This design comes from an exercise in tuning for small area on the open sky130 flow, not from production work. Function was checked by simulation only, so behaviour that the tests miss may differ from the original. Power figures rest on the tool's default switching activity, not on a simulated workload.

**flow/config.mk**
```make
export PLATFORM = sky130hd
export DESIGN_NAME = synth_top
export DESIGN_NICKNAME = synth_top
export VERILOG_FILES = /design/flow/design.v
export SDC_FILE = /design/flow/constraint.sdc
export NUM_CORES = 4
export LEC_CHECK = 0
export CAP_MARGIN = 20
export CORE_MARGIN = 2
export CORE_UTILIZATION = 40
export CTS_BUF_LIST = sky130_fd_sc_hd__clkbuf_4
export CTS_CLUSTER_SIZE = 30
export SLEW_MARGIN = 20
```
**flow/constraint.sdc**
```tcl
create_clock -name core_clock -period 8.0 [get_ports {clk_calc}]
set_input_delay 1.6000 -clock core_clock [delete_from_list [all_inputs] [get_ports {clk_calc}]]
set_output_delay 1.6000 -clock core_clock [all_outputs]
set_load 0.01 [all_outputs]
```
**flow/design.v**
```verilog
package synth_pkg;
  typedef logic [31:0] cmd_word_t;
  typedef logic [27-23:0] bank_t;
  typedef logic [23-1:0] period_t;
  typedef logic [15:0] level_t;
  typedef logic signed [23:0] sample_t;
  typedef enum logic [2:0] {
    env_idle,
    env_attack,
    env_decay,
    env_sustain,
    env_release
  } env_state_t;
endpackage
`timescale 1ns/1ps
module tone_osc (
  input  logic               clk_calc,
  input  logic               rst_n,
  input  logic               restart,
  input  synth_pkg::period_t period,
  output logic               tone
);
  synth_pkg::period_t cnt;
  logic               last;
  assign last = (cnt == 23'd1);
  always_ff @(posedge clk_calc) begin
    if (restart || last) begin
      cnt <= period;
    end else begin
      cnt <= cnt - 23'd1;
    end
    if (restart) begin
      tone <= 1'b1;
    end else if (last) begin
      tone <= ~tone;
    end
  end
endmodule
`timescale 1ns/1ps
module adsr_envelope (
  input  logic        clk_calc,
  input  logic        rst_n,
  input  logic        gate_on,
  input  logic        gate_off,
  output logic [6:0]  level,
  output logic        rel_end
);
  localparam logic [1:0] S_IDLE = 2'd0;
  localparam logic [1:0] S_ATT  = 2'd1;
  localparam logic [1:0] S_DS   = 2'd2;
  localparam logic [1:0] S_REL  = 2'd3;
  logic [1:0] state;
  logic [1:0] mode;
  logic       peak;
  always_comb begin
    mode = state;
    if (gate_on) begin
      mode = S_ATT;
    end else if (gate_off && (state == S_ATT || state == S_DS)) begin
      mode = S_REL;
    end
  end
  assign peak    = (level >= 7'd60);
  assign rel_end = (mode == S_REL) && (level == 7'd1);
  always_ff @(posedge clk_calc or negedge rst_n) begin
    if (!rst_n) begin
      state <= S_IDLE;
      level <= '0;
    end else begin
      case (mode)
        S_ATT: begin
          level <= peak ? 7'd64 : level + 7'd4;
          state <= peak ? S_DS : S_ATT;
        end
        S_DS: begin
          if (level != 7'd32) level <= level - 7'd2;
        end
        S_REL: begin
          level <= level - 7'd1;
          state <= (level == 7'd1) ? S_IDLE : S_REL;
        end
        default: ;
      endcase
    end
  end
endmodule
`timescale 1ns/1ps
module synth_voice (
  input  logic               clk_calc,
  input  logic               rst_n,
  input  logic               note_on,
  input  logic               note_off,
  input  synth_pkg::period_t period,
  output logic               tone,
  output logic [6:0]         level,
  output logic               rel_end
);
  tone_osc i_osc (
    .clk_calc (clk_calc),
    .rst_n    (rst_n),
    .restart  (note_on),
    .period   (period),
    .tone     (tone)
  );
  adsr_envelope i_env (
    .clk_calc (clk_calc),
    .rst_n    (rst_n),
    .gate_on  (note_on),
    .gate_off (note_off),
    .level    (level),
    .rel_end  (rel_end)
  );
endmodule
`timescale 1ns/1ps
module note_dispatcher (
  input  logic                clk_calc,
  input  logic                rst_n,
  input  logic                cmd_valid,
  input  synth_pkg::cmd_word_t cmd_data,
  output logic [4-1:0]                         note_on,
  output logic [4-1:0]                         note_off,
  output logic [4*23-1:0]      period
);
  logic       v1, v2;
  logic [1:0] b1, b2;
  logic       z1, z2;
  logic       in_range;
  logic       p_zero;
  assign in_range = cmd_valid && (cmd_data[27:23+2] == '0);
  assign p_zero   = (cmd_data[23-1:0] == '0);
  always_ff @(posedge clk_calc or negedge rst_n) begin
    if (!rst_n) begin
      v1 <= 1'b0;
      v2 <= 1'b0;
    end else begin
      v1 <= in_range;
      v2 <= v1;
    end
  end
  always_ff @(posedge clk_calc) begin
    b1 <= cmd_data[23+1:23];
    z1 <= p_zero;
    b2 <= b1;
    z2 <= z1;
  end
  for (genvar i = 0; i < 4; i++) begin : g_bank
    logic hit;
    assign hit = v2 && (b2 == 2'(i));
    assign note_on[i]  = hit && !z2;
    assign note_off[i] = hit && z2;
    always_ff @(posedge clk_calc) begin
      if (in_range && !p_zero &&
          cmd_data[23+1:23] == 2'(i)) begin
        period[i*23 +: 23] <= cmd_data[23-1:0];
      end
    end
  end
endmodule
`timescale 1ns/1ps
module voice_mixer (
  input  logic                                    clk_calc,
  input  logic                                    rst_n,
  input  logic [4-1:0]           tone,
  input  logic [4*7-1:0]         level,
  input  logic [4-1:0]           rel_end,
  output synth_pkg::sample_t                      audio,
  output logic                                    done_valid,
  output synth_pkg::bank_t                        done_bank
);
  logic signed [9:0] sum;
  logic signed [9:0] sum_q;
  logic [1:0]        last_done;
  logic              any_q;
  logic [1:0]        last_q;
  logic [1:0]        bank_q;
  always_comb begin
    sum       = '0;
    last_done = '0;
    for (int i = 0; i < 4; i++) begin
      if (tone[i]) sum = sum + 10'(level[i*7 +: 7]);
      else         sum = sum - 10'(level[i*7 +: 7]);
      if (rel_end[i]) last_done = 2'(i);
    end
  end
  always_ff @(posedge clk_calc or negedge rst_n) begin
    if (!rst_n) begin
      any_q <= 1'b0;
    end else begin
      any_q <= |rel_end;
    end
  end
  always_ff @(posedge clk_calc) begin
    last_q <= last_done;
  end
  always_ff @(posedge clk_calc or negedge rst_n) begin
    if (!rst_n) begin
      sum_q      <= '0;
      done_valid <= 1'b0;
      bank_q     <= '0;
    end else begin
      sum_q      <= sum;
      done_valid <= any_q;
      if (any_q) bank_q <= last_q;
    end
  end
  assign audio     = {{6{sum_q[9]}}, sum_q, 8'b0};
  assign done_bank = {3'b000, bank_q};
endmodule
`timescale 1ns/1ps
module synth_top (
  input  logic                 clk_calc,
  input  logic                 rst_n,
  input  logic                 cmd_valid,
  input  synth_pkg::cmd_word_t cmd_data,
  output synth_pkg::sample_t   audio,
  output logic                 done_valid,
  output synth_pkg::bank_t     done_bank
);
  logic [4-1:0]                    note_on;
  logic [4-1:0]                    note_off;
  logic [4*23-1:0] period;
  logic [4-1:0]                    tone;
  logic [4*7-1:0]                  level;
  logic [4-1:0]                    rel_end;
  note_dispatcher i_dispatcher (
    .clk_calc  (clk_calc),
    .rst_n     (rst_n),
    .cmd_valid (cmd_valid),
    .cmd_data  (cmd_data),
    .note_on   (note_on),
    .note_off  (note_off),
    .period    (period)
  );
  for (genvar i = 0; i < 4; i++) begin : g_voice
    synth_voice i_voice (
      .clk_calc (clk_calc),
      .rst_n    (rst_n),
      .note_on  (note_on[i]),
      .note_off (note_off[i]),
      .period   (period[i*23 +: 23]),
      .tone     (tone[i]),
      .level    (level[i*7 +: 7]),
      .rel_end  (rel_end[i])
    );
  end
  voice_mixer i_mixer (
    .clk_calc   (clk_calc),
    .rst_n      (rst_n),
    .tone       (tone),
    .level      (level),
    .rel_end    (rel_end),
    .audio      (audio),
    .done_valid (done_valid),
    .done_bank  (done_bank)
  );
endmodule
```
**flow/run.sh**
```bash
#!/bin/bash
# synth_recipe.tcl (not shown) runs the flow's synth.tcl, then flattens the netlist and writes it again
# the make line also repeats each setting of config.mk as NAME=value (left out here)
make -C /OpenROAD-flow-scripts/flow DESIGN_CONFIG=/design/flow/config.mk WORK_HOME=/design/flow/orfs CLKGATE_MAP_FILE= SYNTH_SCRIPT=/design/flow/synth_recipe.tcl finish
```
==> results of run 1 <==
-- kinds of logic (layout without fill, tap and decap cells) --
logic type | after synthesis | count (layout)
AOI/OAI and AO/OA | 318 | 318
buffers and inverters | 116 | 231
other | 1 | 12
and+or+nand+nor | 430 | 430
muxes | 16 | 16
xor gates and xnor gates | 121 | 121
adders and majority gates | 65 | 65
DFF | 248 | 248
-- critical path: stages (launching register included) --
cell and delay (ns):
dfrtp_1 0.43, inv_1 0.13, ha_1 0.29, inv_1 0.04, o21ai_0 0.38, ha_1 0.34, a211oi_1 0.24, o21bai_1 0.10
a21oi_1 0.27, o21bai_1 0.10, a21oi_1 0.17, xnor2_1 0.15, ha_1 0.30, a21oi_1 0.15, o21ai_0 0.11, xor2_1 0.15
ha_1 0.32, a21oi_1 0.17, nor3b_1 0.17, a21boi_0 0.13, xor2_1 0.19, xnor2_1 0.13
-- area by class of cell --
| class | instances | area (um^2) | share of cell area (%) |
|---|---|---|---|
| well taps | 402 | 503 | 3.49 |
| clock buffers | 101 | 758 | 5.27 |
| diodes | 1 | 2.50 | 0.0174 |
| clock inverters | 24 | 120 | 0.834 |
| repair buffers | 57 | 586 | 4.07 |
| flip-flops and latches | 248 | 6150 | 42.7 |
| multi-input cells | 961 | 6100 | 42.4 |
| inverters | 49 | 184 | 1.28 |
-- placed cells by master, fill, tap and decap left out, types with 7 or more instances in the layout --
master,instances
o31ai_1,10
clkdlybuf4s50_1,48
or4_1,9
ha_1,62
nand3_1,18
a31oi_1,23
dfxtp_1,104
nand2_1,103
o22ai_1,13
clkbuf_4,101
xnor2_1,80
o21ai_0,73
a22o_1,7
nor4_1,18
xor2_1,41
or3_1,10
nor3_1,37
inv_1,49
o21bai_1,7
dfrtp_1,52
clkinv_1,14
nor2_1,161
edfxtp_1,92
a21oi_1,129
nand2b_1,11
nor2b_1,8
mux2_2,11
a21o_1,13
conb_1,11
-- sequential cells by signal, summed over array words and instances (netlist names) --
register                     flops
i_mixer.sum_q                   10
i_mixer.last_q                   2
i_dispatcher.b1                  2
i_dispatcher.v1                  1
g_voice.i_voice.i_osc.tone       4
i_mixer.bank_q                   2
g_voice.i_voice.i_env.level     28
i_dispatcher.v2                  1
i_mixer.done_valid               1
i_dispatcher.z1                  1
i_dispatcher.period             92
i_dispatcher.b2                  2
i_mixer.any_q                    1
g_voice.i_voice.i_env.state      8
g_voice.i_voice.i_osc.cnt       92
i_dispatcher.z2                  1
-- power breakdown --
group          total, mW  leakage (nW)  internal (mW)  switching (mW)
Combinational       2.25          2.71           1.03            1.22
Sequential          1.91          2.35           1.60           0.308
Clock               1.13         0.528          0.588           0.543
Total               5.29          5.59           3.22            2.07
-- per-layer routing --
layer	vias up	track usage, %	part of all wire [%]
li1	4845	-	-
met1	4483	22.6	46
met2	244	28.5	47
met3	44	3.55	5.2
met4	0	6.03	1.9
met5	-	0	0
-- through the flow --
stage          instances  total power [mW]  util [%]  hold slack, ns  instance area [um^2]
6_report            1843              5.29      45.9           0.321                 14400
3_3_place_gp        1715              4.13      42.9           0.312                 13500
2_1_floorplan       1325              3.65         -           0.310                 12700
5_1_grt             1843              5.75      45.9           0.331                 14400
4_1_cts             1840              5.34      45.7           0.324                 14300
3_5_place_dp        1715              4.17      42.9           0.312                 13500
-- final timing paths --
check,endpoint,slack [ns],cells after the start
max in group asynchronous,g_voice[0].i_voice.i_env.state[1],6.47,2
hold / removal,i_dispatcher.z2,0.32,0
hold reg to reg,i_dispatcher.z2,0.32,0
setup reg to reg,i_mixer.sum_q[9],3.44,21
min in group asynchronous,g_voice[2].i_voice.i_env.level[4],1.04,2
setup / recovery,i_mixer.sum_q[9],3.44,21
==> impl_results.md, run 1 <==
* Post-synthesis xor/xnor area fraction at ~8.3%
* FF+latch count, synth at ~250
* Vias after detailed routing at roughly 9.6k
* Compound-Gate Fraction of Synth Area at roughly 15%
* Maximum number of pins on one net before global-route repair at 53
* Share of layout cells above drive strength 1 at 10.8%
* Count leader, synth: nor2_1
* Multiplexer area fraction after synthesis at under 10%
* Avg Vias per Cell at ~5.2
* Core area at ~31000 um^2
* HP Class: flip-flop to flip-flop
* Maximum clock path buffer count at 3
* Htree depth at 3
* Routed len/inst at roughly 15 um
* Area contributors post-synth: edfxtp_1 (22%), dfxtp_1 (16%), dfrtp_1 (10%), ha_1 (6.1%), xnor2_1 (5.5%)
* HPWL Detailed at a little under 20000 um
* CTS Sinks at around 250
* Final Skew at 0.0372 ns
* Post-synth EDFFs at 92
* Synthesized instance count at around 1.3k
* P&R area growth vs syn at 13.4%
* Final hold violations at 0
* Final count of negative-setup-slack endpoints at 0
* Total grt overflow at 0
* CTS Buf Count at 68
* 1st-iter DRT viols at ~540
* Yosys cell types at between 70 and 80
* Crit Path Category: flip-flop to flip-flop
* Post-CTS Repair Setup Buffers at 0
* CP required at between 8 and 9 ns
* Sequential area share after synthesis at 48.4%
* GRT Util Overall at between 10% and 20%
* RSZ-0062 raised after global routing: false
* Port bufs at a little under 50
* Largest family of logic cells by synthesized area: simple AND/OR/NAND/NOR gates
* Die X at around 180 um
* Post-synth top cells: nor2_1 (163), a21oi_1 (129), dfxtp_1 (104)
* Post-Synth Adder-Cell Area at under 10%
* Max VDD drop at 0.220 mV
* Reg clk slew, reported paths at about 0.07 ns
* Hold path startpoint: i_dispatcher.z1
* Placer Congestion at ~0.83
* Worst-path fanout max at 5
* Fin. max-slew vios at 0
* Initial antenna violation count at 1
* Ports at 65
* Detailed Route WL at 28400 um
* Initial Util at between 40% and 50%
* Data arrival, critical path at slightly above 5 ns
* Max-Cap Viols at 0
* Syn avg cell area at 9.66 um^2
* FF-to-FF Start: g_voice[0].i_voice.i_env.level[0]
* Num rows at 65
* Post-CTS Hold Fix Bufs at 0
* Yosys top cell area share at ~22%
* Synth Flop Type: dfxtp_1
* Simple-gate area share of the yosys netlist at 16.3%
* Ys Warns at 4
* DRC Markers at 0
* Clock root cell: clkbuf_4
* First-pass GRT wire length at 46000 um
* Pwr/cell area at ~370 nW/um^2
* Crit end category: flip-flop
* Crit. Startpoint: g_voice[0].i_voice.i_env.level[0]
* Worst Max-Slew Pin Slew at ~0.90 ns
* Clock latency on the worst-skew pair at approximately 0.7 ns
* TNS Setup at 0 ns
* Asr flop ratio synth at a little over a fifth
* Status: complete, no violations
* Nets@finish at between 1k and 1.5k
* Crit start category: flip-flop
* Worst setup margin at 3.44 ns
* Post-DRT Antenna Nets at 0
* Die height at ~180 um
* Post-Syn Area at ~13000 um^2
* Fmax at about 0.22 GHz
* Final period util at between 50% and 60%
* Slew margin rel. at between 30% and 40%
* Pre-CTS setup slack at between 3 and 4 ns
* Top cell type by total area after synthesis: edfxtp_1
* Vias in the first global route at roughly 9k
* Fillers at around 3.1k
* CTS tree: done
* Final min period at roughly 4.6 ns
* Detailed Routing Iterations Pass 1 at 5
* P_leak at approximately 5.6 nW
* Full die area at around 33000 um^2
* Post_cts resized at 0
==> run 2: changes to the inputs <==
--- a/flow/config.mk
+++ b/flow/config.mk
@@ -10,4 +10,2 @@
 export CORE_UTILIZATION = 40
-export CTS_BUF_LIST = sky130_fd_sc_hd__clkbuf_4
-export CTS_CLUSTER_SIZE = 30
 export SLEW_MARGIN = 20
==> impl_results.md, run 2 <==
* Post-Syn Area at 12700 um^2 (unchanged)
* Combinational power share at 42.2% (-0.4 points)
* Port bufs at 49 (unchanged)
* Vias in the first global route at 8660 (-3.7%)
* GRT Util Overall at 16.8% (-0.47 points)
* Part of the power in registers at 35.7% (-0.4 points)
* Max-Cap Viols at 0 (unchanged)
* Routed len/inst at 15.9 um (+3.3%)
* P_leak at 5.46 nW (-2.3%)
* Crit end category: flip-flop
* Slew margin rel. at 33.4% (-6.0 points)
* Die height at 182 um (unchanged)
* Maximum clock path buffer count at 3 (unchanged)
* Yosys cell types at 73 (unchanged)
* Placer Congestion at 0.828 (unchanged)
* Area contributors post-synth: edfxtp_1 (22%), dfxtp_1 (16%), dfrtp_1 (10%), ha_1 (6.1%), xnor2_1 (5.5%)
* Synthesized instance count at 1315 (unchanged)
* Hold WS at 0.324 ns (+0.00304 ns)
* R2R cell count at 21 (unchanged)
* Data arrival, critical path at 4.96 ns (-0.17 ns)
* Hold depth at 0 (unchanged)
* Post-synth EDFFs at 92 (unchanged)
* Reg clk slew, reported paths at 0.06 ns (about the same)
* CTS Sinks at 248 (unchanged)
* Initial Util at 40.4% (unchanged)
* Pwr/cell area at 372 nW/um^2 (+1.3%)
* 1st-iter DRT viols at 520 (-4.1%)
* CP required at 8.43 ns (-0.14 ns)
* Final hold violations at 0 (unchanged)
* Ys Warns at 4 (unchanged)
* Most frequent cells in the layout: nor2_1 (161), a21oi_1 (129), dfxtp_1 (104)
* Ports at 65 (unchanged)
* Post-synth top cells: nor2_1 (163), a21oi_1 (129), dfxtp_1 (104)
* Sequential area share after synthesis at 48.4% (unchanged)
* Htree depth at 1 (-2)
* HP Class: flip-flop to flip-flop
* Post-DRT Antenna Nets at 0 (unchanged)
* Syn avg cell area at 9.66 um^2 (unchanged)
* Core area at 31400 um^2 (unchanged)
* Vias after detailed routing at 9327 (-3.0%)
* Fin. max-slew vios at 0 (unchanged)
* Worst Max-Slew Pin Slew at 0.998 ns (+0.0976 ns)
* TNS Setup at 0 ns (unchanged)
* HPWL Detailed at 19300 um (unchanged)
* Full die area at 33200 um^2 (unchanged)
* Crit start category: flip-flop
* P&R area growth vs syn at 13.0%
* Total grt overflow at 0 (unchanged)
* Die X at 182 um (unchanged)
* Fmax at 0.221 GHz (+0.77%)
* Clock latency on the worst-skew pair at 0.56 ns (-0.15 ns)
* Detailed Routing Iterations Pass 1 at 5 (unchanged)
* Yosys top cell area share at 21.8% (unchanged)
* Maximum number of pins on one net before global-route repair at 53 (unchanged)
* First-pass GRT wire length at 45200 um (-1.7%)
* Worst-path fanout max at 5 (unchanged)
* Nets@finish at 1444 (-2.8%)
* R2r setup slk at 3.47 ns (+0.03 ns)
* Max VDD drop at 0.235 mV (+6.9%)
* Initial antenna violation count at 0 (-1)
* Final Skew at 0.0126 ns (-0.0246 ns)
* RR Endpoint: i_mixer.sum_q[9]
* Final period util at 56.6% (-0.43 points)
* Num rows at 65 (unchanged)
* RSZ-0062 raised after global routing: false
* Share of layout cells above drive strength 1 at 5.72% (-5.0 points)
* CTS tree: done
* Switch share at 38.1% (-1.0 points)
* CTS Buf Count at 27 (-60%)
* Hold Path Sink: i_dispatcher.z2
* DRC Markers at 0 (unchanged)
* FF+latch count, synth at 248 (unchanged)
* Avg Vias per Cell at 5.28 (+1.3%)
* Crit Path Category: flip-flop to flip-flop
* Final count of negative-setup-slack endpoints at 0 (unchanged)
* Net switching power at 2.03 mW (-1.6%)
* FF-to-FF Start: g_voice[0].i_voice.i_env.level[0]
* Hold path startpoint: i_dispatcher.z1
* Clk pwr share at 22.1% (+0.7 points)
* Top cell type by total area after synthesis: edfxtp_1
* Post-CTS Repair Setup Buffers at 0 (unchanged)
* Diode count at 0 (-1)
* Clock root cell: clkbuf_16
* Int Power at 3.30 mW (+2.6%)
* Detailed Route WL at 28100 um (-1.1%)
* Largest registers: g_voice.i_voice.i_osc.cnt (92), i_dispatcher.period (92), g_voice.i_voice.i_env.level (28)
* Count leader, synth: nor2_1
* Asr flop ratio synth at 21.0% (unchanged)
* Post_cts resized at 0 (unchanged)
* Most common cell after layout, fill and taps aside: nor2_1
* Synth Flop Type: dfxtp_1
* Final min period at 4.53 ns (-0.0347 ns)
* Post-CTS Hold Fix Bufs at 0 (unchanged)
* Status: complete, no violations
## run 2: cell counts after synthesis
No cell type changed its count.
## run 2: how the worst max path moves through the flow
stage                                            from                 endpoint  slack (ns)
global placement                         cmd_data[26]  i_dispatcher.period[73]        3.36
CTS                 g_voice[0].i_voice.i_env.level[0]         i_mixer.sum_q[9]        3.43
finish              g_voice[0].i_voice.i_env.level[0]         i_mixer.sum_q[9]        3.47
global route        g_voice[0].i_voice.i_env.level[0]         i_mixer.sum_q[9]        3.10
detailed placement                       cmd_data[26]  i_dispatcher.period[73]        3.34
floorplan                                cmd_data[26]  i_dispatcher.period[23]        3.66
## run 2: cells by family after synthesis
group	synth area share [%]
adders and majority gates	6.58
muxes	1.37
buffers and inverters	4.20
other	0.0295
and+or+nand+nor	16.3
DFF	48.4
AOI/OAI and AO/OA	14.8
xor gates and xnor gates	8.35
## run 2: area by class of cell
type	instances	area [um^2]
timing repair buffer	57	586
inverter	49	184
clock inverter	12	97.6
clock buffer	36	729
sequential	248	6150
tap	402	503
multi-input combinational	961	6100
fill	3021	17100
## run 2: critical path: stages (launching register included)
cell and delay, ns:
dfrtp_1 0.43, inv_1 0.12, ha_1 0.29, inv_1 0.04, o21ai_0 0.33, ha_1 0.33
a211oi_1 0.24, o21bai_1 0.10, a21oi_1 0.28, o21bai_1 0.10, a21oi_1 0.17, xnor2_1 0.15
ha_1 0.30, a21oi_1 0.15, o21ai_0 0.11, xor2_1 0.15, ha_1 0.32, a21oi_1 0.17
nor3b_1 0.17, a21boi_0 0.13, xor2_1 0.19, xnor2_1 0.13
## run 2: per-layer routing
layer	vias to the layer above	global-route usage [%]	wire [um]
li1	4706	-	-
met1	4364	22.8	13000
met2	216	28.6	13100
met3	41	2.37	1440
met4	0	3.87	519
met5	-	0	0
## run 2: power by group through the flow
stage               registers, mW  clock network [mW]  logic, mW
finish                       1.91                1.18       2.25
global route                 1.95                1.27       2.55
CTS                          1.90                1.21       2.26
detailed placement           1.92                   0       2.24
global placement             1.92                   0       2.22
floorplan                    1.80                   0       1.84
## run 2: stage by stage
stage                     std cells  power [mW]  instance area [um^2]  setup WS, ns  util (%)
final                          1765        5.34                 14300          3.47      45.7
after detailed placement       1715        4.17                 13500          3.34      42.9
after global routing           1765        5.77                 14300          3.10      45.7
after global placement         1715        4.13                 13500          3.36      42.9
after floorplan                1325        3.65                 12700          3.66         -
after CTS                      1763        5.37                 14300          3.43      45.5
==> run 3: changes to the inputs <==
--- a/flow/config.mk
+++ b/flow/config.mk
@@ -7,5 +7,7 @@
 export LEC_CHECK = 0
-export CAP_MARGIN = 20
+export CAP_MARGIN = 0
 export CORE_MARGIN = 2
 export CORE_UTILIZATION = 40
-export SLEW_MARGIN = 20
+export CTS_BUF_LIST = sky130_fd_sc_hd__clkbuf_8
+export CTS_CLUSTER_SIZE = 50
+export SLEW_MARGIN = 0
==> impl_results.md, run 3 <==
* Vias after detailed routing at 9416 (+0.95%)
* Post-synth EDFFs at 92 (unchanged)
* Yosys cell types at 73 (unchanged)
* CP required at 8.45 ns (+0.02 ns)
* Top cell type by total area after synthesis: edfxtp_1
* Full die area at 33200 um^2 (unchanged)
* Synthesized instance count at 1315 (unchanged)
* Post-DRT Antenna Nets at 0 (unchanged)
* Clock latency on the worst-skew pair at 0.56 ns (about the same)
* Pwr/cell area at 368 nW/um^2 (-1.0%)
* Fin. max-slew vios at 0 (unchanged)
* P_leak at 5.50 nW (+0.82%)
* Share of layout cells above drive strength 1 at 7.11% (+1.4 points)
* R2R cell count at 21 (unchanged)
* Delay-heaviest family, CP: compound AO/OA/AOI/OAI gates
* Core area at 31400 um^2 (unchanged)
* R2r setup slk at 3.50 ns (+0.03 ns)
* CP max-delay cell: dfrtp_1
* Crit end category: flip-flop
* Placer Congestion at 0.828 (unchanged)
* Worst path buffer plus inverter count at 2 (unchanged)
* Largest registers: g_voice.i_voice.i_osc.cnt (92), i_dispatcher.period (92), g_voice.i_voice.i_env.level (28)
* Hold WS at 0.326 ns (+0.00207 ns)
* Maximum clock path buffer count at 3 (unchanged)
* First-pass GRT wire length at 45500 um (+0.55%)
* HP Class: flip-flop to flip-flop
* Crit Path Category: flip-flop to flip-flop
* Count leader, synth: nor2_1
* Worst-path fanout max at 5 (unchanged)
* Post-CTS Hold Fix Bufs at 0 (unchanged)
* Vias in the first global route at 8814 (+1.8%)
* RR Endpoint: i_mixer.sum_q[9]
* Most frequent cells in the layout: nor2_1 (161), a21oi_1 (129), dfxtp_1 (104)
* DRC Markers at 0 (unchanged)
* Die X at 182 um (unchanged)
* Area contributors post-synth: edfxtp_1 (22%), dfxtp_1 (16%), dfrtp_1 (10%), ha_1 (6.1%), xnor2_1 (5.5%)
* Crit start category: flip-flop
* Crit path cell chain: inv_1 -> ha_1 -> inv_1 -> o21ai_0 -> ha_1 -> a211oi_1 -> o21bai_1 -> a21oi_1 -> o21bai_1 -> a21oi_1 -> xnor2_1 -> ha_1 -> a21oi_1 -> o21ai_0 -> xor2_1 -> ha_1 -> a21oi_1 -> nor3b_1 -> a21boi_0 -> xor2_1 -> xnor2_1
* Ys Warns at 4 (unchanged)
* CTS tree: done
* Hold path startpoint: i_dispatcher.b1[1]
* Post-Syn Area at 12700 um^2 (unchanged)
* CTS Buf Count at 43 (+59%)
* Final instance area at 14300 um^2 (-0.31%)
* Ports at 65 (unchanged)
* Nets@finish at 1458 (+0.97%)
* Clock root cell: clkbuf_8
* Port bufs at 49 (unchanged)
* Sequential area share after synthesis at 48.4% (unchanged)
* P&R area growth vs syn at 12.6%
* Detailed Routing Iterations Pass 1 at 7 (+2)
* CTS Sinks at 248 (unchanged)
* Area of all sequential standard cells at 6150 um^2 (unchanged)
* HPWL Detailed at 19300 um (unchanged)
* Post-DP Area at 13500 um^2 (unchanged)
* TNS Setup at 0 ns (unchanged)
* FF+latch count, synth at 248 (unchanged)
* 1st-iter DRT viols at 568 (+9.2%)
* Yosys top cell area share at 21.8% (unchanged)
* Total grt overflow at 0 (unchanged)
* Synth Flop Type: dfxtp_1
* Maximum number of pins on one net before global-route repair at 53 (unchanged)
* Data arrival, critical path at 4.95 ns (about the same)
* FF-to-FF Start: g_voice[0].i_voice.i_env.level[0]
* Max-Cap Viols at 0 (unchanged)
* Asr flop ratio synth at 21.0% (unchanged)
* Htree depth at 2 (+1)
* Slew margin rel. at 28.2% (-5.2 points)
* Crit path largest cell delay at 0.43 ns (about the same)
* RSZ-0062 raised after global routing: false
* Post-synth top cells: nor2_1 (163), a21oi_1 (129), dfxtp_1 (104)
* Fmax at 0.222 GHz (+0.58%)
* Most common cell after layout, fill and taps aside: nor2_1
* Final min period at 4.50 ns (-0.0262 ns)
* Final count of negative-setup-slack endpoints at 0 (unchanged)
* Max VDD drop at 0.226 mV (-3.8%)
* Avg Vias per Cell at 5.25 (-0.68%)
* Routed len/inst at 15.6 um (-1.8%)
* Hold Path Sink: i_dispatcher.b2[1]
* Final Skew at 0.0325 ns (+0.0198 ns)
* Reg clk slew, reported paths at 0.06 ns (about the same)
* GRT Util Overall at 17.0% (+0.16 points)
* Multi-input gate area at 6100 um^2 (unchanged)
* Hold depth at 0 (unchanged)
* Final period util at 56.3% (-0.33 points)
* Detailed Route WL at 28000 um (-0.17%)
* Status: complete, no violations
* Final hold violations at 0 (unchanged)
* Diode count at 0 (unchanged)
* Die height at 182 um (unchanged)
* Post_cts resized at 0 (unchanged)
* Num rows at 65 (unchanged)
* Syn avg cell area at 9.66 um^2 (unchanged)
* Post-CTS Repair Setup Buffers at 0 (unchanged)
* Initial Util at 40.4% (unchanged)
* Fillers at 3044 (+0.76%)
* Worst Max-Slew Pin Slew at 1.07 ns (+0.0755 ns)
* Initial antenna violation count at 0 (unchanged)
* Crit. Startpoint: g_voice[0].i_voice.i_env.level[0]
[run 3: report_power, final]
group / switching, mW / leakage (nW) / internal, mW
clock network: 0.523 / 0.469 / 0.589
registers: 0.307 / 2.35 / 1.60
logic: 1.21 / 2.68 / 1.03
[run 3: worst max-delay path by stage]
stage,to,slack (ns),depth (start not counted)
2_1_floorplan,i_dispatcher.period[23],3.66,3
3_3_place_gp,i_dispatcher.period[73],3.36,5
3_5_place_dp,i_dispatcher.period[73],3.34,5
4_1_cts,i_mixer.sum_q[9],3.45,21
5_1_grt,i_mixer.sum_q[9],3.11,21
6_report,i_mixer.sum_q[9],3.50,21
[run 3: logic make-up (layout without fill, tap and decap cells)]
kind of cell,Yosys count,count (layout),share of synthesized area [%]
adders and majority gates,65,65,6.58
xor gates and xnor gates,121,121,8.35
and+or+nand+nor,430,430,16.3
other,1,11,0.0295
AOI/OAI and AO/OA,318,318,14.8
muxes,16,16,1.37
DFF,248,248,48.4
buffers and inverters,116,183,4.20
[run 3: layout make-up]
cell class | count | share of cell area [%]
clock inverters | 31 | 1.23
repair buffers | 55 | 3.71
flip-flops and latches | 248 | 43.0
multi-input cells | 961 | 42.6
well taps | 402 | 3.52
inverters | 49 | 1.29
clock buffers | 48 | 4.62
[run 3: routing by layer]
| layer | vias up | track usage, % | share of wire [%] |
|---|---|---|---|
| li1 | 4746 | - | - |
| met4 | 0 | 3.87 | 1.5 |
| met5 | - | 0 | 0 |
| met2 | 231 | 28.6 | 47 |
| met3 | 35 | 2.97 | 5.6 |
| met1 | 4404 | 22.9 | 46 |
[run 3: per-stage QoR]
stage / std cells / util [%] / power [mW] / setup WS [ns]
finish: 1794 / 45.5 / 5.27 / 3.50
global route: 1794 / 45.5 / 5.72 / 3.11
CTS: 1794 / 45.5 / 5.31 / 3.45
detailed placement: 1715 / 42.9 / 4.17 / 3.34
global placement: 1715 / 42.9 / 4.13 / 3.36
floorplan: 1325 / - / 3.65 / 3.66
==> run 4: changes to the inputs <==
--- a/flow/design.v
+++ b/flow/design.v
@@ -52,14 +52,27 @@
   logic [1:0] state;
-  logic [1:0] mode;
+  logic       m_att, m_ds, m_rel;
   logic       peak;
+  logic       up;
+  logic [7:0] dn;    
+  logic [7:0] cu;    
+  logic [6:0] nxt;
+  assign m_att = gate_on || (state == S_ATT && !gate_off);
+  assign m_rel = !gate_on && ((state == S_REL) ||
+                 (gate_off && (state == S_ATT || state == S_DS)));
+  assign m_ds  = !gate_on && !gate_off && (state == S_DS);
+  assign peak    = level[6] | (&level[5:2]);
+  assign rel_end = m_rel && (level == 7'd1);
   always_comb begin
-    mode = state;
-    if (gate_on) begin
-      mode = S_ATT;
-    end else if (gate_off && (state == S_ATT || state == S_DS)) begin
-      mode = S_REL;
-    end
-  end
-  assign peak    = (level >= 7'd60);
-  assign rel_end = (mode == S_REL) && (level == 7'd1);
+    dn[0] = m_rel;
+    dn[1] = (m_rel & ~level[0]) | (m_ds & (level != 7'd32));
+    cu[0] = 1'b0;
+    cu[1] = 1'b0;
+    cu[2] = m_att;
+    dn[2] = dn[1] & ~level[1];
+    for (int j = 2; j < 7; j++) begin
+      dn[j+1] = dn[j] & ~level[j];
+      cu[j+1] = cu[j] & level[j];
+    end
+    for (int j = 0; j < 7; j++) nxt[j] = level[j] ^ dn[j] ^ cu[j];
+  end
   always_ff @(posedge clk_calc or negedge rst_n) begin
@@ -69,16 +82,10 @@
     end else begin
-      case (mode)
-        S_ATT: begin
-          level <= peak ? 7'd64 : level + 7'd4;
-          state <= peak ? S_DS : S_ATT;
-        end
-        S_DS: begin
-          if (level != 7'd32) level <= level - 7'd2;
-        end
-        S_REL: begin
-          level <= level - 7'd1;
-          state <= (level == 7'd1) ? S_IDLE : S_REL;
-        end
-        default: ;
-      endcase
+      if (m_att && peak) begin
+        level <= 7'd64;
+        state <= S_DS;
+      end else begin
+        level <= nxt;
+        if (m_att) state <= S_ATT;
+        else if (m_rel) state <= (level == 7'd1) ? S_IDLE : S_REL;
+      end
     end
@@ -175,8 +182,66 @@
   logic [1:0]        bank_q;
+  logic [3:0] n;
+  logic [6:0] x0, x1, x2, x3;
+  logic [9:0] raw;
+  assign n  = ~tone;
+  assign x0 = level[6:0]   ^ {7{n[0]}};
+  assign x1 = level[13:7]  ^ {7{n[1]}};
+  assign x2 = level[20:14] ^ {7{n[2]}};
+  assign x3 = level[27:21] ^ {7{n[3]}};
+  logic cs1, cs2, cs3, cs4, cs5, cs6, cs7, cs8, cs9, cs10, cs11, cs12, cs13, cs14, cs15, cs16, cs17, cs18, cs19, cs20, cs21, cs22, cs23, cs24, cs25, cs26, cs27, cs28, cs29, cs30, cs31, cs32, cs33, cs34, cs35, cs36, cs37, cs38, cs39, cs40, cs41, cs42, cs43, cs44, cs45, cs46, cs47, cs48, cs49, cs50;
+  assign cs1 = x0[0] ^ x1[0] ^ x2[0];
+  assign cs2 = (x0[0] & x1[0]) | (x0[0] & x2[0]) | (x1[0] & x2[0]);
+  assign cs3 = x3[0] ^ n[0] ^ n[1];
+  assign cs4 = (x3[0] & n[0]) | (x3[0] & n[1]) | (n[0] & n[1]);
+  assign cs5 = x0[1] ^ x1[1] ^ x2[1];
+  assign cs6 = (x0[1] & x1[1]) | (x0[1] & x2[1]) | (x1[1] & x2[1]);
+  assign cs7 = x0[2] ^ x1[2] ^ x2[2];
+  assign cs8 = (x0[2] & x1[2]) | (x0[2] & x2[2]) | (x1[2] & x2[2]);
+  assign cs9 = x0[3] ^ x1[3] ^ x2[3];
+  assign cs10 = (x0[3] & x1[3]) | (x0[3] & x2[3]) | (x1[3] & x2[3]);
+  assign cs11 = x0[4] ^ x1[4] ^ x2[4];
+  assign cs12 = (x0[4] & x1[4]) | (x0[4] & x2[4]) | (x1[4] & x2[4]);
+  assign cs13 = x0[5] ^ x1[5] ^ x2[5];
+  assign cs14 = (x0[5] & x1[5]) | (x0[5] & x2[5]) | (x1[5] & x2[5]);
+  assign cs15 = x0[6] ^ x1[6] ^ x2[6];
+  assign cs16 = (x0[6] & x1[6]) | (x0[6] & x2[6]) | (x1[6] & x2[6]);
+  assign cs17 = tone[0] ^ tone[1] ^ tone[2];
+  assign cs18 = (tone[0] & tone[1]) | (tone[0] & tone[2]) | (tone[1] & tone[2]);
+  assign cs19 = cs1 ^ cs3 ^ n[2];
+  assign cs20 = (cs1 & cs3) | (cs1 & n[2]) | (cs3 & n[2]);
+  assign cs21 = cs2 ^ cs4 ^ cs5;
+  assign cs22 = (cs2 & cs4) | (cs2 & cs5) | (cs4 & cs5);
+  assign cs23 = cs6 ^ cs7 ^ x3[2];
+  assign cs24 = (cs6 & cs7) | (cs6 & x3[2]) | (cs7 & x3[2]);
+  assign cs25 = cs8 ^ cs9 ^ x3[3];
+  assign cs26 = (cs8 & cs9) | (cs8 & x3[3]) | (cs9 & x3[3]);
+  assign cs27 = cs10 ^ cs11 ^ x3[4];
+  assign cs28 = (cs10 & cs11) | (cs10 & x3[4]) | (cs11 & x3[4]);
+  assign cs29 = cs12 ^ cs13 ^ x3[5];
+  assign cs30 = (cs12 & cs13) | (cs12 & x3[5]) | (cs13 & x3[5]);
+  assign cs31 = cs14 ^ cs15 ^ x3[6];
+  assign cs32 = (cs14 & cs15) | (cs14 & x3[6]) | (cs15 & x3[6]);
+  assign cs33 = cs16 ^ cs17 ^ tone[3];
+  assign cs34 = (cs16 & cs17) | (cs16 & tone[3]) | (cs17 & tone[3]);
+  assign cs35 = cs20 ^ cs21 ^ x3[1];
+  assign cs36 = (cs20 & cs21) | (cs20 & x3[1]) | (cs21 & x3[1]);
+  assign cs37 = cs36 ^ cs22 ^ cs23;
+  assign cs38 = (cs36 & cs22) | (cs36 & cs23) | (cs22 & cs23);
+  assign cs39 = cs38 ^ cs24 ^ cs25;
+  assign cs40 = (cs38 & cs24) | (cs38 & cs25) | (cs24 & cs25);
+  assign cs41 = cs40 ^ cs26 ^ cs27;
+  assign cs42 = (cs40 & cs26) | (cs40 & cs27) | (cs26 & cs27);
+  assign cs43 = cs42 ^ cs28 ^ cs29;
+  assign cs44 = (cs42 & cs28) | (cs42 & cs29) | (cs28 & cs29);
+  assign cs45 = cs44 ^ cs30 ^ cs31;
+  assign cs46 = (cs44 & cs30) | (cs44 & cs31) | (cs30 & cs31);
+  assign cs47 = cs46 ^ cs32 ^ cs33;
+  assign cs48 = (cs46 & cs32) | (cs46 & cs33) | (cs32 & cs33);
+  assign cs49 = cs48 ^ cs34 ^ cs18;
+  assign cs50 = (cs48 & cs34) | (cs48 & cs18) | (cs34 & cs18);
+  assign raw = {cs50, cs49, cs47, cs45, cs43, cs41, cs39, cs37, cs35, cs19} + {1'b0, 1'b0, 1'b0, 1'b0, 1'b0, 1'b0, 1'b0, 1'b0, 1'b0, n[3]};
+  assign sum = raw ^ 10'h200;
   always_comb begin
-    sum       = '0;
     last_done = '0;
     for (int i = 0; i < 4; i++) begin
-      if (tone[i]) sum = sum + 10'(level[i*7 +: 7]);
-      else         sum = sum - 10'(level[i*7 +: 7]);
       if (rel_end[i]) last_done = 2'(i);
==> flow/flow/run.sh (new file) <==
#!/bin/bash
set -e
cp standard.sh standard.sh.txt
export BUFFER_PORTS_ARGS="-buffer_cell sky130_fd_sc_hd__buf_1"
export CTS_ARGS="-sink_clustering_enable -repair_clock_nets -sink_clustering_size 24 -sink_clustering_max_diameter 60 -buf_list sky130_fd_sc_hd__clkbuf_16 -dont_use_dummy_load"
bash standard.sh > standard.log 2>&1
==> flow/standard.sh (new file) <==
#!/bin/bash
# synth_recipe.tcl (not shown) runs the flow's synth.tcl, then flattens the netlist and writes it again
# the make line also repeats each setting of config.mk as NAME=value (left out here)
make -C /OpenROAD-flow-scripts/flow DESIGN_CONFIG=/design/flow/config.mk WORK_HOME=/design/flow/orfs CLKGATE_MAP_FILE= SYNTH_SCRIPT=/design/flow/synth_recipe.tcl "${@:-finish}"
--- a/flow/config.mk
+++ b/flow/config.mk
@@ -7,7 +7,5 @@
 export LEC_CHECK = 0
-export CAP_MARGIN = 0
+export CAP_MARGIN = 20
 export CORE_MARGIN = 2
 export CORE_UTILIZATION = 40
-export CTS_BUF_LIST = sky130_fd_sc_hd__clkbuf_8
-export CTS_CLUSTER_SIZE = 50
-export SLEW_MARGIN = 0
+export SLEW_MARGIN = 20
removed: flow/run.sh
==> impl_results.md, run 4 <==
* Net switching power at 1.70 mW (-17%)
* Delay-heaviest family, CP: adder cells
* First-pass GRT wire length at 38800 um (-15%)
* Full die area at 30500 um^2 (-8.0%)
* Max VDD drop at 0.244 mV (+7.7%)
* CTS Buf Count at 23 (-47%)
* Final instance area at 12800 um^2 (-11%)
* Hold path startpoint: i_dispatcher.z1
* CP required at 8.40 ns (-0.05 ns)
* Clock root cell: clkbuf_16
* Ports at 65 (unchanged)
* Worst setup margin at 1.93 ns (-1.57 ns)
* Fillers at 2713 (-11%)
* Vias in the first global route at 7342 (-17%)
* Max-Cap Viols at 0 (unchanged)
* Top cell type by total area after synthesis: edfxtp_1
* Count leader, synth: nor2_1
* Final hold violations at 0 (unchanged)
* Post-Synth Adder-Cell Area at 9.23% (+2.6 points)
* Post-synth EDFFs at 92 (unchanged)
* Reg clk slew, reported paths at 0.06 ns (about the same)
* Final period util at 75.9% (+20 points)
* GRT Util Overall at 16.0% (-0.98 points)
* Total grt overflow at 0 (unchanged)
* Post-synthesis xor/xnor area fraction at 8.79% (+0.44 points)
* Fmax at 0.165 GHz (-26%)
* Avg Vias per Cell at 5.05 (-3.8%)
* Area contributors post-synth: edfxtp_1 (24%), dfxtp_1 (18%), dfrtp_1 (11%), xnor2_1 (6.3%), ha_1 (4.9%)
* Num rows at 62 (-4.6%)
* Clock latency on the worst-skew pair at 0.53 ns (-0.03 ns)
* Worst path buffer plus inverter count at 1 (-1)
* Share of layout cells above drive strength 1 at 7.47% (+0.36 points)
* Largest registers: g_voice.i_voice.i_osc.cnt (92), i_dispatcher.period (92), g_voice.i_voice.i_env.level (28)
* Htree depth at 1 (-1)
* CTS tree: done
* Asr flop ratio synth at 21.0% (unchanged)
* Placed Instances at 1472 (-14%)
* Crit path largest cell delay at 0.68 ns (+0.25 ns)
* HPWL Detailed at 16900 um (-12%)
* CP max-delay cell: dfxtp_1
* Pre-CTS setup slack at 1.87 ns (-1.47 ns)
* Simple-gate area share of the yosys netlist at 14.7% (-1.6 points)
* Worst-path fanout max at 10 (+5)
* Die height at 175 um (-4.1%)
* P_leak at 4.79 nW (-13%)
* Ys Warns at 4 (unchanged)
* Nets@finish at 1219 (-16%)
* Switch share at 35.9% (-2.9 points)
* Synth Flop Type: dfxtp_1
* HP Class: flip-flop to flip-flop
* R2R cell count at 15 (-29%)
* Clk pwr share at 19.8% (-1.3 points)
* Int Power at 3.03 mW (-6.0%)
* Core area at 28700 um^2 (-8.6%)
* Fin. max-slew vios at 0 (unchanged)
* Pwr/cell area at 370 nW/um^2 (+0.39%)
* Total power at 4.73 mW (-10%)
* R2r setup slk at 1.93 ns (-1.57 ns)
* Post-DP Area at 12200 um^2 (-9.3%)
* Slew margin rel. at 41.3% (+13 points)
* Vias after detailed routing at 7551 (-20%)
* Maximum clock path buffer count at 3 (unchanged)
* RSZ-0062 raised after global routing: false
* Most common cell after layout, fill and taps aside: nor2_1
* Post-synth top cells: nor2_1 (107), dfxtp_1 (104), edfxtp_1 (92)
* 1st-iter DRT viols at 513 (-9.7%)
* Yosys cell types at 56 (-23%)
* Crit end category: flip-flop
* Part of the power in registers at 40.4% (+4.2 points)
* Crit. Startpoint: g_voice[0].i_voice.i_osc.tone
* Data arrival, critical path at 6.47 ns (+1.52 ns)
* TNS Setup at 0 ns (unchanged)
* Most frequent cells in the layout: nor2_1 (105), dfxtp_1 (104), edfxtp_1 (92)
* Multi-input gate area at 5070 um^2 (-17%)
* Post-CTS Hold Fix Bufs at 0 (unchanged)
* Final count of negative-setup-slack endpoints at 0 (unchanged)
* FF-to-FF Start: g_voice[0].i_voice.i_osc.tone
* Final Skew at 0.0375 ns (+0.00504 ns)
* Initial antenna violation count at 1 (+1)
* Post_cts resized at 0 (unchanged)
* Post-Syn Area at 11700 um^2 (-8.2%)
* Post-CTS Repair Setup Buffers at 0 (unchanged)
* Detailed Routing Iterations Pass 1 at 7 (unchanged)
* Crit start category: flip-flop
* Largest family of logic cells by synthesized area: simple AND/OR/NAND/NOR gates
* Post-layout util at 44.5% (-1.0 points)
* Yosys top cell area share at 23.7% (+1.9 points)
* Detailed Route WL at 24000 um (-14%)
* Placer Congestion at 0.813 (-1.9%)
* Combinational power share at 39.8% (-2.9 points)
* Post-DRT Antenna Nets at 0 (unchanged)
* Hold Path Sink: i_dispatcher.z2
* Routed len/inst at 16.1 um (+2.9%)
* FF+latch count, synth at 248 (unchanged)
* Syn avg cell area at 11.0 um^2 (+14%)
* Fin cells at 1496 (-17%)
* Sequential area share after synthesis at 52.7% (+4.3 points)
* P&R area growth vs syn at 9.65%
* Hold WS at 0.333 ns (+0.00732 ns)
* Final min period at 6.07 ns (+1.57 ns)
* Port bufs at 49 (unchanged)
* Status: complete, no violations
* Maximum number of pins on one net before global-route repair at 53 (unchanged)
* CTS Sinks at 248 (unchanged)
* DRC Markers at 0 (unchanged)
* Crit path cell chain: xnor2_1 -> fa_1 -> fa_1 -> inv_1 -> fa_1 -> fa_1 -> fa_1 -> fa_1 -> fa_1 -> fa_1 -> fa_1 -> fa_1 -> nor2_1 -> nand2_1 -> xnor2_1
* Initial Util at 40.6% (+0.18 points)
* Area of all sequential standard cells at 6150 um^2 (unchanged)
* Worst Max-Slew Pin Slew at 0.868 ns (-0.206 ns)
* RR Endpoint: i_mixer.sum_q[9]
* Most used cell, CP: fa_1
* Compound-Gate Fraction of Synth Area at 7.38% (-7.4 points)
* Multiplexer area fraction after synthesis at 2.93% (+1.6 points)
* Die X at 175 um (-4.1%)
* Crit Path Category: flip-flop to flip-flop
* Synthesized instance count at 1062 (-19%)
* Hold depth at 0 (unchanged)
run 4: layout make-up:
class / instances / share of cell area (%)
sequential: 248 / 48.1
inverter: 65 / 1.91
timing repair buffer: 59 / 2.06
multi-input combinational: 716 / 39.7
clock buffer: 23 / 4.50
tap: 384 / 3.76
antenna: 1 / 0.0196
run 4: worst max path at each step:
stage	end	slack (ns)	cells after the start
after floorplan	i_mixer.sum_q[9]	2.00	16
after global placement	i_mixer.sum_q[9]	1.87	14
after detailed placement	i_mixer.sum_q[9]	1.87	15
after CTS	i_mixer.sum_q[9]	1.88	15
after global routing	i_mixer.sum_q[9]	1.66	15
final	i_mixer.sum_q[9]	1.93	15
run 4: power by group through the flow:
| stage | registers [mW] | clock network, mW | logic (mW) |
|---|---|---|---|
| after floorplan | 1.87 | 0 | 1.53 |
| after global routing | 1.95 | 1.01 | 2.18 |
| after CTS | 1.91 | 0.962 | 1.91 |
| final | 1.91 | 0.935 | 1.88 |
| after detailed placement | 1.93 | 0 | 1.90 |
| after global placement | 1.92 | 0 | 1.86 |
run 4: per-layer routing:
metal  global-route usage (%)  vias up  part of all wire, %
li1                         -     3754                    -
met3                     2.48       39                  5.3
met2                     26.0      170                   45
met5                        0        -                    0
met1                     22.3     3588                   47
met4                     4.38        0                  2.7
run 4: kinds of logic after synthesis:
| group | Yosys count |
|---|---|
| XOR/XNOR | 117 |
| buffers and inverters | 108 |
| other | 1 |
| adder cells (fa/ha/maj) | 71 |
| multiplexers | 24 |
| flip-flops | 248 |
| AND/OR/NAND/NOR | 350 |
| AO/OA/AOI/OAI | 143 |
==> run 5: changes to the inputs <==
==> flow/flow/run.sh (replaced) <==
#!/bin/bash
set -e
cp standard.sh standard.sh.txt
export BUFFER_PORTS_ARGS="-buffer_cell sky130_fd_sc_hd__buf_1"
export CTS_ARGS="-sink_clustering_enable -repair_clock_nets -sink_clustering_size 32 -sink_clustering_max_diameter 120 -buf_list \"sky130_fd_sc_hd__clkbuf_8 sky130_fd_sc_hd__clkbuf_16\" -dont_use_dummy_load"
bash standard.sh > standard.log 2>&1
==> impl_results.md, run 5 <==
* Worst Max-Slew Pin Slew at 0.858 ns (-0.0100 ns)
* Initial antenna violation count at 1 (unchanged)
* Status: complete, no violations
* Routed len/inst at 16.0 um (-0.58%)
* 1st-iter DRT viols at 431 (-16%)
* CTS Sinks at 248 (unchanged)
* Max VDD drop at 0.251 mV (+2.9%)
* Final Skew at 0.0599 ns (+0.0224 ns)
* Most frequent cells in the layout: nor2_1 (105), dfxtp_1 (104), edfxtp_1 (92)
* First-pass GRT wire length at 38100 um (-1.7%)
* Post-synth EDFFs at 92 (unchanged)
* Area contributors post-synth: edfxtp_1 (24%), dfxtp_1 (18%), dfrtp_1 (11%), xnor2_1 (6.3%), ha_1 (4.9%)
* RSZ-0062 raised after global routing: false
* Yosys cell types at 56 (unchanged)
* Total power at 4.44 mW (-6.2%)
* TNS Setup at 0 ns (unchanged)
* P_leak at 4.66 nW (-2.8%)
* Post-CTS Hold Fix Bufs at 0 (unchanged)
* Final period util at 76.5% (+0.63 points)
* Synthesized instance count at 1062 (unchanged)
* Share of layout cells above drive strength 1 at 6.55% (-0.93 points)
* Crit Path Category: flip-flop to flip-flop
* DRC Markers at 0 (unchanged)
* Initial Util at 40.6% (unchanged)
* CP required at 8.34 ns (-0.06 ns)
* Clock latency on the worst-skew pair at 0.50 ns (-0.03 ns)
* Asr flop ratio synth at 21.0% (unchanged)
* Maximum number of pins on one net before global-route repair at 53 (unchanged)
* Post-layout util at 43.6% (-0.96 points)
* Ys Warns at 4 (unchanged)
* FF-to-FF Start: g_voice[2].i_voice.i_osc.tone
* Count leader, synth: nor2_1
* Placer Congestion at 0.813 (unchanged)
* Final count of negative-setup-slack endpoints at 0 (unchanged)
* GRT Util Overall at 15.7% (-0.34 points)
* Syn avg cell area at 11.0 um^2 (unchanged)
* Synth Flop Type: dfxtp_1
* Most common cell after layout, fill and taps aside: nor2_1
* Avg Vias per Cell at 5.05 (about the same)
* Top cell type by total area after synthesis: edfxtp_1
* Hold WS at 0.347 ns (+0.0142 ns)
* CTS tree: done
* Sequential area share after synthesis at 52.7% (unchanged)
* FF+latch count, synth at 248 (unchanged)
* Hold depth at 0 (unchanged)
* Detailed Route WL at 23700 um (-1.3%)
* HPWL Detailed at 16900 um (unchanged)
* Clock root cell: clkbuf_16
* Crit end category: flip-flop
* Ports at 65 (unchanged)
* Yosys top cell area share at 23.7% (unchanged)
* Post-DRT Antenna Nets at 0 (unchanged)
* Reg clk slew, reported paths at 0.12 ns (+0.06 ns)
* Slew margin rel. at 42.0% (+0.68 points)
* Vias in the first global route at 7221 (-1.6%)
* Final min period at 6.12 ns (+0.0507 ns)
* Nets@finish at 1208 (-0.90%)
* Detailed Routing Iterations Pass 1 at 5 (-2)
* Worst-path fanout max at 10 (unchanged)
* Final hold violations at 0 (unchanged)
* Htree depth at 1 (unchanged)
* R2r setup slk at 1.88 ns (-0.05 ns)
* Hold Path Sink: i_dispatcher.z2
* Hold path startpoint: i_dispatcher.z1
* Maximum clock path buffer count at 3 (unchanged)
* Port bufs at 49 (unchanged)
* Total grt overflow at 0 (unchanged)
* Die height at 175 um (unchanged)
* Pwr/cell area at 355 nW/um^2 (-4.1%)
* Die X at 175 um (unchanged)
* RR Endpoint: i_mixer.sum_q[9]
* CTS Buf Count at 12 (-48%)
* Largest registers: g_voice.i_voice.i_osc.cnt (92), i_dispatcher.period (92), g_voice.i_voice.i_env.level (28)
* Post-Syn Area at 11700 um^2 (unchanged)
* P&R area growth vs syn at 7.29%
* Post-synth top cells: nor2_1 (107), dfxtp_1 (104), edfxtp_1 (92)
* Vias after detailed routing at 7493 (-0.77%)
* Post-CTS Repair Setup Buffers at 0 (unchanged)
* Fillers at 2735 (+0.81%)
* Core area at 28700 um^2 (unchanged)
* Num rows at 62 (unchanged)
* Fmax at 0.163 GHz (-0.83%)
* Max-Cap Viols at 0 (unchanged)
* Full die area at 30500 um^2 (unchanged)
* Fin. max-slew vios at 0 (unchanged)
* Crit start category: flip-flop
* Post_cts resized at 0 (unchanged)
* Data arrival, critical path at 6.46 ns (about the same)
* R2R cell count at 15 (unchanged)
* HP Class: flip-flop to flip-flop
run 5: how the worst max path moves through the flow:
stage	slack, ns	to	from
4_1_cts	1.84	i_mixer.sum_q[9]	g_voice[0].i_voice.i_osc.tone
5_1_grt	1.62	i_mixer.sum_q[9]	g_voice[0].i_voice.i_osc.tone
3_5_place_dp	1.87	i_mixer.sum_q[9]	g_voice[0].i_voice.i_osc.tone
2_1_floorplan	2.00	i_mixer.sum_q[9]	g_voice[0].i_voice.i_osc.tone
6_report	1.88	i_mixer.sum_q[9]	g_voice[2].i_voice.i_osc.tone
3_3_place_gp	1.87	i_mixer.sum_q[9]	g_voice[1].i_voice.i_osc.tone
run 5: final cells by class:
class	count	area [um^2]	share of cell area, %
inverter	65	244	1.95
sequential	248	6150	49.1
tap	384	480	3.84
timing repair buffer	59	264	2.11
multi-input combinational	716	5070	40.5
clock buffer	12	300	2.40
antenna	1	2.50	0.0200
run 5: worst max-delay path, cell delays in order (launching register included):
cell and delay (ns):
dfxtp_1 0.69, xnor2_1 0.23, fa_1 0.47, fa_1 0.49
inv_1 0.05, fa_1 0.44, fa_1 0.47, fa_1 0.46
fa_1 0.46, fa_1 0.46, fa_1 0.46, fa_1 0.46
fa_1 0.52, nor2_1 0.12, nand2_1 0.07, xnor2_1 0.13
run 5: through the flow:
| step | cells | setup WS, ns | cell area (um^2) |
|---|---|---|---|
| 5_1_grt | 1484 | 1.62 | 12500 |
| 2_1_floorplan | 1072 | 2.00 | 11700 |
| 3_5_place_dp | 1472 | 1.87 | 12200 |
| 3_3_place_gp | 1471 | 1.87 | 12200 |
| 6_report | 1485 | 1.88 | 12500 |
| 4_1_cts | 1484 | 1.84 | 12500 |
run 5: per-layer routing:
layer / track usage [%] / wire (um)
met1: 22.1 / 11200
met4: 3.23 / 439
met5: 0 / 0
met2: 25.9 / 10900
met3: 2.11 / 1160
run 5: cell families (layout without fill, tap and decap cells):
| family | after synthesis | count (layout) | synth area share [%] |
|---|---|---|---|
| simple gates | 350 | 350 | 14.7 |
| flops | 248 | 248 | 52.7 |
| compound gates | 143 | 143 | 7.38 |
| xor+xnor | 117 | 117 | 8.79 |
| buf+inv | 108 | 136 | 4.24 |
| fa+ha+maj | 71 | 71 | 9.23 |
| mux | 24 | 24 | 2.93 |
| other cells | 1 | 12 | 0.0322 |
run 5: report_power, final:
| group | total [mW] | internal, mW | switching (mW) |
|---|---|---|---|
| clock | 0.651 | 0.272 | 0.378 |
| combinational | 1.88 | 0.896 | 0.984 |
| sequential | 1.91 | 1.63 | 0.279 |
| total | 4.44 | 2.79 | 1.64 |
==> run 6: changes to the inputs <==
==> flow/run.sh (new file) <==
#!/bin/bash
# synth_recipe.tcl (not shown) runs the flow's synth.tcl, then flattens the netlist and writes it again
# the make line also repeats each setting of config.mk as NAME=value (left out here)
make -C /OpenROAD-flow-scripts/flow DESIGN_CONFIG=/design/flow/config.mk WORK_HOME=/design/flow/orfs CLKGATE_MAP_FILE= SYNTH_SCRIPT=/design/flow/synth_recipe.tcl finish
removed: flow/flow/run.sh
removed: flow/standard.sh
==> impl_results.md, run 6 <==
* CTS Buf Count at 27 (+15)
* Final period util at 76.3% (-0.23 points)
* Total power at 5.05 mW (+14%)
* Vias after detailed routing at 7612 (+1.6%)
* 1st-iter DRT viols at 454 (+5.3%)
* DRC Markers at 0 (unchanged)
* Final hold violations at 0 (unchanged)
* Most used cell, CP: fa_1
* P&R area growth vs syn at 14.7%
* Post-synth top cells: nor2_1 (107), dfxtp_1 (104), edfxtp_1 (92)
* Worst setup margin at 1.90 ns (+0.0182 ns)
* Full die area at 30500 um^2 (unchanged)
* Post-synth EDFFs at 92 (unchanged)
* CP required at 8.41 ns (+0.07 ns)
* Post-DRT Antenna Nets at 0 (unchanged)
* Post_cts resized at 0 (unchanged)
* Crit path to: i_mixer.sum_q[9]
* Total grt overflow at 0 (unchanged)
* Crit end category: flip-flop
* Crit path largest cell delay at 0.68 ns (about the same)
* Worst path buffer plus inverter count at 1 (unchanged)
* Clock latency on the worst-skew pair at 0.54 ns (+0.04 ns)
* Maximum clock path buffer count at 3 (unchanged)
* Fmax at 0.164 GHz (+0.30%)
* GRT Util Overall at 16.4% (+0.71 points)
* Multiplexer area fraction after synthesis at 2.93% (unchanged)
* Syn avg cell area at 11.0 um^2 (unchanged)
* Simple-gate area share of the yosys netlist at 14.7% (unchanged)
* Post-CTS Repair Setup Buffers at 0 (unchanged)
* Max VDD drop at 0.233 mV (-6.9%)
* Share of layout cells above drive strength 1 at 8.89% (+2.3 points)
* HP Class: flip-flop to flip-flop
* Most common cell after layout, fill and taps aside: nor2_1
* Nets@finish at 1221 (+1.1%)
* Area of all sequential standard cells at 6150 um^2 (unchanged)
* Most frequent cells in the layout: nor2_1 (105), dfxtp_1 (104), edfxtp_1 (92)
* CTS Sinks at 248 (unchanged)
* Htree depth at 1 (unchanged)
* RR Endpoint: i_mixer.sum_q[9]
* Post-Synth Adder-Cell Area at 9.23% (unchanged)
* Sequential area share after synthesis at 52.7% (unchanged)
* Top cell type by total area after synthesis: edfxtp_1
* HPWL Detailed at 16900 um (-0.39%)
* P_leak at 5.06 nW (+8.6%)
* Final count of negative-setup-slack endpoints at 0 (unchanged)
* Vias in the first global route at 7632 (+5.7%)
* First-pass GRT wire length at 39900 um (+4.6%)
* Synth Flop Type: dfxtp_1
* Hold WS at 0.333 ns (-0.0146 ns)
* Final instance area at 13400 um^2 (+6.9%)
* Placer Congestion at 0.781 (-3.9%)
* Yosys top cell area share at 23.7% (unchanged)
* Crit. path cell count at 15 (unchanged)
* Largest family of logic cells by synthesized area: simple AND/OR/NAND/NOR gates
* Crit path cell chain: xnor2_1 -> fa_1 -> fa_1 -> inv_1 -> fa_1 -> fa_1 -> fa_1 -> fa_1 -> fa_1 -> fa_1 -> fa_1 -> fa_1 -> nor2_1 -> nand2_1 -> xnor2_1
* Post-DP Area at 12500 um^2 (+2.3%)
* Hold depth at 0 (unchanged)
* Diode count at 0 (-1)
* FF-to-FF Start: g_voice[0].i_voice.i_osc.tone
* Detailed Routing Iterations Pass 1 at 5 (unchanged)
* Worst Max-Slew Pin Slew at 0.879 ns (+0.0207 ns)
* Core area at 28700 um^2 (unchanged)
* RSZ-0062 raised after global routing: false
* Worst-path fanout max at 10 (unchanged)
* Area contributors post-synth: edfxtp_1 (24%), dfxtp_1 (18%), dfrtp_1 (11%), xnor2_1 (6.3%), ha_1 (4.9%)
* CTS tree: done
* Reg clk slew, reported paths at 0.06 ns (-0.06 ns)
* Placed Instances at 1470 (-0.14%)
* Yosys cell types at 56 (unchanged)
* Fin. max-slew vios at 0 (unchanged)
* Ports at 65 (unchanged)
* FF+latch count, synth at 248 (unchanged)
* Crit. Startpoint: g_voice[0].i_voice.i_osc.tone
* Clock root cell: clkbuf_16
* Num rows at 62 (unchanged)
* Final min period at 6.10 ns (-0.0182 ns)
* Max-Cap Viols at 0 (unchanged)
* Crit start category: flip-flop
* TNS Setup at 0 ns (unchanged)
* Die X at 175 um (unchanged)
* Port bufs at 49 (unchanged)
* Post-CTS Hold Fix Bufs at 0 (unchanged)
* Die height at 175 um (unchanged)
* Avg Vias per Cell at 5.01 (-0.75%)
* Fillers at 2659 (-2.8%)
* R2R cell count at 15 (unchanged)
* Pwr/cell area at 378 nW/um^2 (+6.5%)
* Multi-input gate area at 5080 um^2 (about the same)
* Initial Util at 40.6% (unchanged)
* Ys Warns at 4 (unchanged)
* Crit Path Category: flip-flop to flip-flop
* Synthesized instance count at 1062 (unchanged)
* Routed len/inst at 16.0 um (about the same)
* Maximum number of pins on one net before global-route repair at 53 (unchanged)
* Fin cells at 1520 (+2.4%)
* R2r setup slk at 1.90 ns (+0.02 ns)
* CP max-delay cell: dfxtp_1
* Largest registers: g_voice.i_voice.i_osc.cnt (92), i_dispatcher.period (92), g_voice.i_voice.i_env.level (28)
* Slew margin rel. at 40.6% (-1.4 points)
* Pre-CTS setup slack at 1.82 ns (-0.0455 ns)
* Delay-heaviest family, CP: adder cells
* Compound-Gate Fraction of Synth Area at 7.38% (unchanged)
* Data arrival, critical path at 6.51 ns (+0.05 ns)
* Post-layout util at 46.6% (+3.0 points)
* Detailed Route WL at 24300 um (+2.3%)
* Final Skew at 0.0158 ns (-0.0440 ns)
* Status: complete, no violations
* Asr flop ratio synth at 21.0% (unchanged)
* Post-Syn Area at 11700 um^2 (unchanged)
* Post-synthesis xor/xnor area fraction at 8.79% (unchanged)
* Initial antenna violation count at 0 (-1)
* Count leader, synth: nor2_1
## run 6: per-layer routing
metal	GRT usage, %	share of wire, %	wire length, um	vias up
met3	2.61	4.3	1040	33
met1	22.6	48	11600	3641
li1	-	-	-	3772
met2	27.0	46	11100	166
met4	4.13	2.1	517	0
met5	0	0	0	-
## run 6: logic make-up (layout without fill, tap and decap cells)
logic type | Yosys count | count (layout)
simple gates | 350 | 350
flops | 248 | 248
compound gates | 143 | 143
xor+xnor | 117 | 117
buf+inv | 108 | 172
fa+ha+maj | 71 | 71
mux | 24 | 24
other cells | 1 | 11
## run 6: worst min-delay path by stage
stage                               endpoint                from  slack [ns]
after floorplan           i_dispatcher.b2[0]  i_dispatcher.b1[0]        0.31
after global placement    i_dispatcher.b2[0]  i_dispatcher.b1[0]        0.31
after detailed placement  i_dispatcher.b2[1]  i_dispatcher.b1[1]        0.32
after CTS                 i_dispatcher.b2[1]  i_dispatcher.b1[1]        0.34
after global routing      i_dispatcher.b2[1]  i_dispatcher.b1[1]        0.34
final                     i_dispatcher.b2[1]  i_dispatcher.b1[1]        0.33
## run 6: area by class of cell
cell class / count / area share, %
multi-input cells: 716 / 38.0
clock buffers: 37 / 5.56
clock inverters: 13 / 1.02
flip-flops and latches: 248 / 46.0
repair buffers: 57 / 4.08
inverters: 65 / 1.82
well taps: 384 / 3.59
## run 6: power breakdown
group	total (mW)	leakage, nW	switching (mW)	internal (mW)
clock network	1.22	0.432	0.505	0.719
logic	1.92	2.30	0.988	0.929
registers	1.91	2.32	0.283	1.63
total	5.05	5.06	1.78	3.28

[static timing again, ports no longer ideal]
How much do the figures lean on ideal ports? The routed layouts below were timed once more, with nothing changed but the port constraints. Step 1 (the two cells are an assumption about what drives the block):
set clk [get_ports {clk_calc}]
set_driving_cell -lib_cell sky130_fd_sc_hd__clkbuf_16 $clk
set_driving_cell -lib_cell sky130_fd_sc_hd__buf_2 [delete_from_list [all_inputs] $clk]
Step 2, shift: input delay + t, output delay - t, t = (earliest + latest rising clock arrival at the registers) / 2. This alone moves slack from input paths to output paths. Three values: ideal ports, drivers, drivers and shift; two values: the first two.
| run | shift t [ns] | setup WS [ns] | clock arrival spread, ns |
|---|---|---|---|
| run 1 | 0.728 | 3.439 / 3.439 / 3.439 | 0.044 / 0.044 |
| run 2 | 0.597 | 3.474 / 3.474 / 3.474 | 0.013 / 0.014 |
| run 3 | 0.593 | 3.500 / 3.500 / 3.444 | 0.032 / 0.033 |
| run 4 | 0.555 | 1.931 / 1.931 / 1.931 | 0.039 / 0.039 |
| run 5 | 0.514 | 1.880 / 1.880 / 1.880 | 0.060 / 0.060 |
| run 6 | 0.582 | 1.898 / 1.898 / 1.898 | 0.021 / 0.020 |
After both steps every run listed still meets setup and hold. The setup slack of run 3, which loses most, moves by 0.000 ns with the drivers and by -0.056 ns with both steps.
